From an optimization exercise on the open Yosys and OpenROAD flow, aimed at small area and a short achievable clock period; shortcuts taken in it are not production practice.
Only simulation tests tie the RTL to the original design; equivalence was not proved.
Power is estimated from default activity; no workload was simulated.

Design dds_block, start of the top module:
module dds_block (
    input  logic                       clk,
    input  logic                       rst_n,
    input  logic                       psel,
    input  logic                       penable,
    input  logic                       pwrite,
    input  logic [31:0]                paddr,
    input  logic [31:0]                pwdata,
    input  logic signed [SAMPLE_W-1:0] ina_data,
    input  logic signed [SAMPLE_W-1:0] inb_data,
    output logic [31:0]                prdata,
    output logic signed [SAMPLE_W-1:0] dds_data_out
);
For scale: about 2600 flip-flops, about 130 I/O pins, roughly 110000 sq um of cells after synthesis.
Settings: LEC_CHECK=0, CAP_MARGIN=20, CORE_MARGIN=2, CORE_UTILIZATION=45, CTS_CLUSTER_DIAMETER=100, CTS_CLUSTER_SIZE=24, PLACE_DENSITY=0.6, SETUP_SLACK_MARGIN=4.5, SLEW_MARGIN=20; clock period 9.0 ns.
run.sh (not shown) runs the stock make flow with config.mk's settings and CLKGATE_MAP_FILE= SYNTH_SCRIPT=/design/flow/synth_recipe.tcl, a recipe that flattens the netlist after the stock synthesis.
The baseline finished with timing, DRC and antenna clean.
Change:
--- a/flow/config.mk
+++ b/flow/config.mk
@@ -10,4 +10,2 @@
 export CORE_UTILIZATION = 45
-export CTS_CLUSTER_DIAMETER = 100
-export CTS_CLUSTER_SIZE = 24
 export PLACE_DENSITY = 0.6
Design area went up by 4.6%.
Worst setup slack got worse by 39 ps.
Non-clock buffer count went down by 8.
Final cell count went up by 2.3%.
Synthesized cell count is unchanged.
Die area does not change.
Hold slack got worse by 41 ps.
Change:
--- a/flow/config.mk
+++ b/flow/config.mk
@@ -9,4 +9,6 @@
 export CORE_MARGIN = 2
-export CORE_UTILIZATION = 45
-export PLACE_DENSITY = 0.6
+export CORE_UTILIZATION = 55
+export CTS_CLUSTER_DIAMETER = 100
+export CTS_CLUSTER_SIZE = 24
+export PLACE_DENSITY = 0.7
 export SETUP_SLACK_MARGIN = 4.5
Effect:
- global-route usage climbs by 6.6 points
- power came out lower by 22%
- setup slack gains 110 ps

dds_block, a different RTL version from the one above (not shown whole).
Size: about 10000 cells after synthesis, roughly 2600 flip-flops, about 130 I/O pins, ~110000 um2 of cells after synthesis.
clock: 9.0 ns
lec_check: 0
cap_margin: 20
core_margin: 2
core_utilization: 55
cts_cluster_diameter: 100
cts_cluster_size: 24
place_density: 0.7
setup_slack_margin: 3.6
slew_margin: 20
==> next run, changes <==
Settings changed: CORE_UTILIZATION 55 to 65, PLACE_DENSITY 0.7 to 0.8, SETUP_SLACK_MARGIN 3.6 to 4.5.
=> Core utilization rose by 12 points. Via count increases by about 4%. Flip-flop and latch count is unchanged. Die area shrinks by 15%. Cell count fell by 2.7%.
==> next run, changes <==
Settings changed: CORE_UTILIZATION 65 to 55, PLACE_DENSITY 0.8 to 0.7.
=> Worst setup slack improves by 32 ps. Hold slack improves by 5.1 ps. Routed wire length went down by 0.59%. Non-clock buffer count went up by 2. Area after synthesis is unchanged. Sequential cell count is unchanged. Cell count went up by about 3.7%. Total power went up by 2.8%. Cell area went up by 0.82%.

== old ==
dds_block, a different RTL version from the one above (not shown whole).
Size in the first run: ~2600 flip-flops, about 130 I/O pins, ~110000 µm² of cells after synthesis.
clock: 9.0 ns
lec_check: 0
cap_margin: 20
core_margin: 2
core_utilization: 45
place_density: 0.6
slew_margin: 20
old: done, clean on timing, DRC and antenna
The following lists how new was set up differently from old:
# old
export LEC_CHECK = 0
export CAP_MARGIN = 20
export CORE_MARGIN = 2
export CORE_UTILIZATION = 45
export PLACE_DENSITY = 0.6
export SLEW_MARGIN = 20
create_clock -name core_clock -period 9.0 [get_ports {clk}]
# new
export LEC_CHECK = 0
export CAP_MARGIN = 20
export CORE_MARGIN = 2
export CORE_UTILIZATION = 45
export PLACE_DENSITY = 0.6
export SETUP_SLACK_MARGIN = 4.5
export SLEW_MARGIN = 20
create_clock -name core_clock -period 9.0 [get_ports {clk}]
==> comparison <==
Gate count after technology mapping: new vs old identical
Comparing old and new, the lower area occupied by multi-input gates is on old.
Re global routing met2 resource utilization: old and new aren't equal, and the higher value belongs to new.
First-iteration DRC count ended up about 4% higher on new than on old.
Taking old as the reference point, the worst hold slack across all endpoints of new falls by 9.8 ps.
Summary of new over old: routed wire length up about 4%, normalized max-slew margin went up by 3.2 points, cell count went up about 1.3%, power closely matched the old numbers.

== exp/quartz ==
dds_block, a different RTL version from the one above (not shown whole).
For scale: roughly 10,000 cells after synthesis, about 130 I/O pins, about 0.11 mm2 of cells after synthesis.
export LEC_CHECK = 0
export CAP_MARGIN = 20
export CORE_MARGIN = 2
export CORE_UTILIZATION = 55
export CTS_CLUSTER_DIAMETER = 100
export CTS_CLUSTER_SIZE = 24
export PLACE_DENSITY = 0.7
export SETUP_SLACK_MARGIN = 3.6
export SLEW_MARGIN = 20
create_clock -name core_clock -period 9.0 [get_ports {clk}]
Inputs modified between exp/quartz and exp/yarrow:
==> flow/config.mk <==
export PLATFORM = sky130hd
export DESIGN_NAME = dds_block
export DESIGN_NICKNAME = dds_block
export VERILOG_FILES = /design/flow/design.v
export SDC_FILE = /design/flow/constraint.sdc
export NUM_CORES = 4
export LEC_CHECK = 0
export ABC_AREA = 1
export CAP_MARGIN = 20
export CORE_MARGIN = 2
export CORE_UTILIZATION = 55
export CTS_CLUSTER_DIAMETER = 100
export CTS_CLUSTER_SIZE = 24
export PLACE_DENSITY = 0.7
export SETUP_SLACK_MARGIN = 4.7
export SLEW_MARGIN = 20
Results
Diff exp/quartz -> exp/yarrow | area growth from synthesis to layout | increase of 2.0 points
Clock-buffer cell count, exp/yarrow vs exp/quartz: down by a few percent
From exp/quartz to exp/yarrow the numbers moved as follows: global-route usage climbed 7.3 points, relative contribution of the clock network to total power barely changed, clock-cell share of area barely changed.
exp/yarrow — gate count after technology mapping 33% higher, exp/quartz as reference
A cell type of the slowest stage on the worst timing path of dfxtp_1 is what exp/yarrow shows, while a311oi_4 belongs to exp/quartz.

Setup of P:
Starting RTL as in the previous note.
clock: 9.0 ns
lec_check: 0
abc_area: 1
cap_margin: 20
core_margin: 2
core_utilization: 55
cts_cluster_diameter: 100
cts_cluster_size: 24
place_density: 0.7
setup_slack_margin: 4.0
slew_margin: 20
Input-level comparison between Q and P:
Settings: ABC_AREA: 1 -> unset; SETUP_SLACK_MARGIN: 4.0 -> 4.5.
==> run notes <==
The flow did not stop early for Q: all stages ran, and the layout cleared the timing, DRC and antenna checks. Q ends up with lower critical path depth than P does. The most common library cell in the layout ignoring fill and taps comes out sky130_fd_sc_hd__dfxtp_1 in one run and sky130_fd_sc_hd__nand2_1 in the other, namely in Q and P respectively. Delta (Q minus P): slack of the worst reg-to-reg path higher, number of clock buffer instances in the layout went down 9.0%. Diff P -> Q: wire length saw a decrease, combinational group share of total power saw little to no change, reported clock group power saw a decrease, setup slack after layout saw a decrease, worst hold slack saw a decrease. P → Q: maximum fanout encountered on the critical timing path went down by 25; power share of the clock group saw a decrease.
What R does differently from Q at the input level:
Settings: SETUP_SLACK_MARGIN now 4.4, was 4.5; ABC_AREA now 1, previously not set.
Findings:
- The worst relative slew slack in R sits 0.21 points below the value recorded for Q.
- Q has lower count of multi-input gates than R.
- R vs. Q: non-clock buffer count went down by 36%.
- Timing-limited maximum frequency is higher on R
- The global-route usage of R is higher than that of Q.
- Changes observed in R relative to Q: number of global-route vias before repair went up, cell count went up, post-placement cell count went up, power dissipated in combinational cells went up, utilization after layout went down.

## red
Another version of the RTL of dds_block (not shown whole).
Size in the first run: about 13000 cells after synthesis, about 2600 flip-flops, roughly 130 I/O pins, about 110000 µm² of cells after synthesis.
export LEC_CHECK = 0
export ABC_AREA = 1
export CAP_MARGIN = 20
export CORE_MARGIN = 2
export CORE_UTILIZATION = 55
export CTS_CLUSTER_DIAMETER = 100
export CTS_CLUSTER_SIZE = 24
export PLACE_DENSITY = 0.7
export SETUP_SLACK_MARGIN = 4.7
export SLEW_MARGIN = 20
create_clock -name core_clock -period 9.0 [get_ports {clk}]
Every stage of the flow completed for red, and the final layout passed the timing, DRC and antenna checks.
diff inputs: red => blue
# red
export LEC_CHECK = 0
export ABC_AREA = 1
export CAP_MARGIN = 20
export CORE_MARGIN = 2
export CORE_UTILIZATION = 55
export CTS_CLUSTER_DIAMETER = 100
export CTS_CLUSTER_SIZE = 24
export PLACE_DENSITY = 0.7
export SETUP_SLACK_MARGIN = 4.7
export SLEW_MARGIN = 20
create_clock -name core_clock -period 9.0 [get_ports {clk}]
# blue
export LEC_CHECK = 0
export ABC_AREA = 1
export CAP_MARGIN = 20
export CORE_MARGIN = 2
export CORE_UTILIZATION = 55
export CTS_CLUSTER_DIAMETER = 100
export CTS_CLUSTER_SIZE = 24
export PLACE_DENSITY = 0.7
export SETUP_SLACK_MARGIN = 4.4
export SLEW_MARGIN = 20
create_clock -name core_clock -period 9.0 [get_ports {clk}]
### Flow results
- blue went all the way through synthesis, placement and routing and the layout is clean on timing, DRC and antenna.
- On non-clock inverter instance count of the final layout, blue and red are basically level.
- blue vs red — static leakage dropped slightly
- Total power essentially unchanged between blue and red.
- Looking at shortest period the worst path allows, blue sits 0.20 ns higher than red does.
- blue reports its capturing element of the worst setup path as dds_sample[3] while red reports dds_data_out[6].
- Routed length per instance ended up 0.48 µm higher on blue than on red.
- blue vs. red: post-route fraction of the period consumed by the critical path rose 2.2 points; global-route usage shows an increase of 0.66 points; headroom to the max-slew limit now sits lower; worst clock skew on the final layout increased by 0.0061 ns relative to the old numbers; combinational power went up about 4%.
- In terms of met3 routed wirelength, blue and red differ only marginally.

-- port drivers added, routing unchanged --
Ports are ideal in the flow. The routed layouts listed here were re-timed in OpenROAD. Step 1 (the two cells are an assumption about what drives the block):
set clk [get_ports {clk}]
set_driving_cell -lib_cell sky130_fd_sc_hd__clkbuf_16 $clk
set_driving_cell -lib_cell sky130_fd_sc_hd__buf_2 [delete_from_list [all_inputs] $clk]
Step 2 times the ports against the registers' clock, not the clock port: input delays grow and output delays shrink by t, the midpoint of the rising clock arrivals with the driver on. Three values: ideal, step 1, step 2; two values: the first two.
run | t, ns | setup slack, ns | hold WS [ns] | worst setup path after step 2 | cell pins on the clock port's net
the first run of note 1 | 0.941 | 3.397 / 3.297 / 3.734 | 0.330 / 0.330 / 0.330 | input to register | 1
the second run of note 1 | 1.012 | 3.359 / 3.260 / 3.368 | 0.288 / 0.288 / 0.288 | register to register | 1
the third run of note 1 | 0.917 | 3.469 / 3.372 / 3.732 | 0.333 / 0.333 / 0.333 | input to register | 1
the first run of note 2 | 0.916 | 3.422 / 3.338 / 3.219 | 0.286 / 0.286 / 0.286 | input to register | 1
the second run of note 2 | 0.914 | 3.398 / 3.314 / 3.771 | 0.318 / 0.318 / 0.318 | input to register | 1
the third run of note 2 | 0.917 | 3.429 / 3.341 / 3.715 | 0.323 / 0.323 / 0.323 | input to register | 1
old | 0.992 | 2.520 / 2.428 / 3.083 | 0.277 / 0.277 / 0.277 | input to register | 1
new | 1.008 | 3.335 / 3.243 / 3.664 | 0.267 / 0.267 / 0.267 | input to register | 1
exp/quartz | 0.922 | 3.633 / 3.538 / 3.280 | 0.332 / 0.332 / 0.332 | input to register | 1
exp/yarrow | 0.945 | 4.413 / 4.317 / 3.907 | 0.333 / 0.333 / 0.333 | input to register | 1
P | 0.952 | 3.784 / 3.784 / 3.404 | 0.332 / 0.332 / 0.332 | input to register | 1
Q | 0.906 | 3.710 / 3.617 / 3.738 | 0.299 / 0.299 / 0.299 | input to register | 1
R | 0.955 | 4.187 / 4.187 / 3.631 | 0.333 / 0.333 / 0.333 | input to register | 1
red | 0.943 | 4.338 / 4.240 / 3.911 | 0.330 / 0.330 / 0.330 | input to register | 1
blue | 0.956 | 4.136 / 4.136 / 3.543 | 0.306 / 0.306 / 0.306 | input to register | 1
After both steps every run listed still meets setup and hold. The setup slack of blue, which loses most, moves by 0.000 ns with the drivers and by -0.593 ns with both steps.
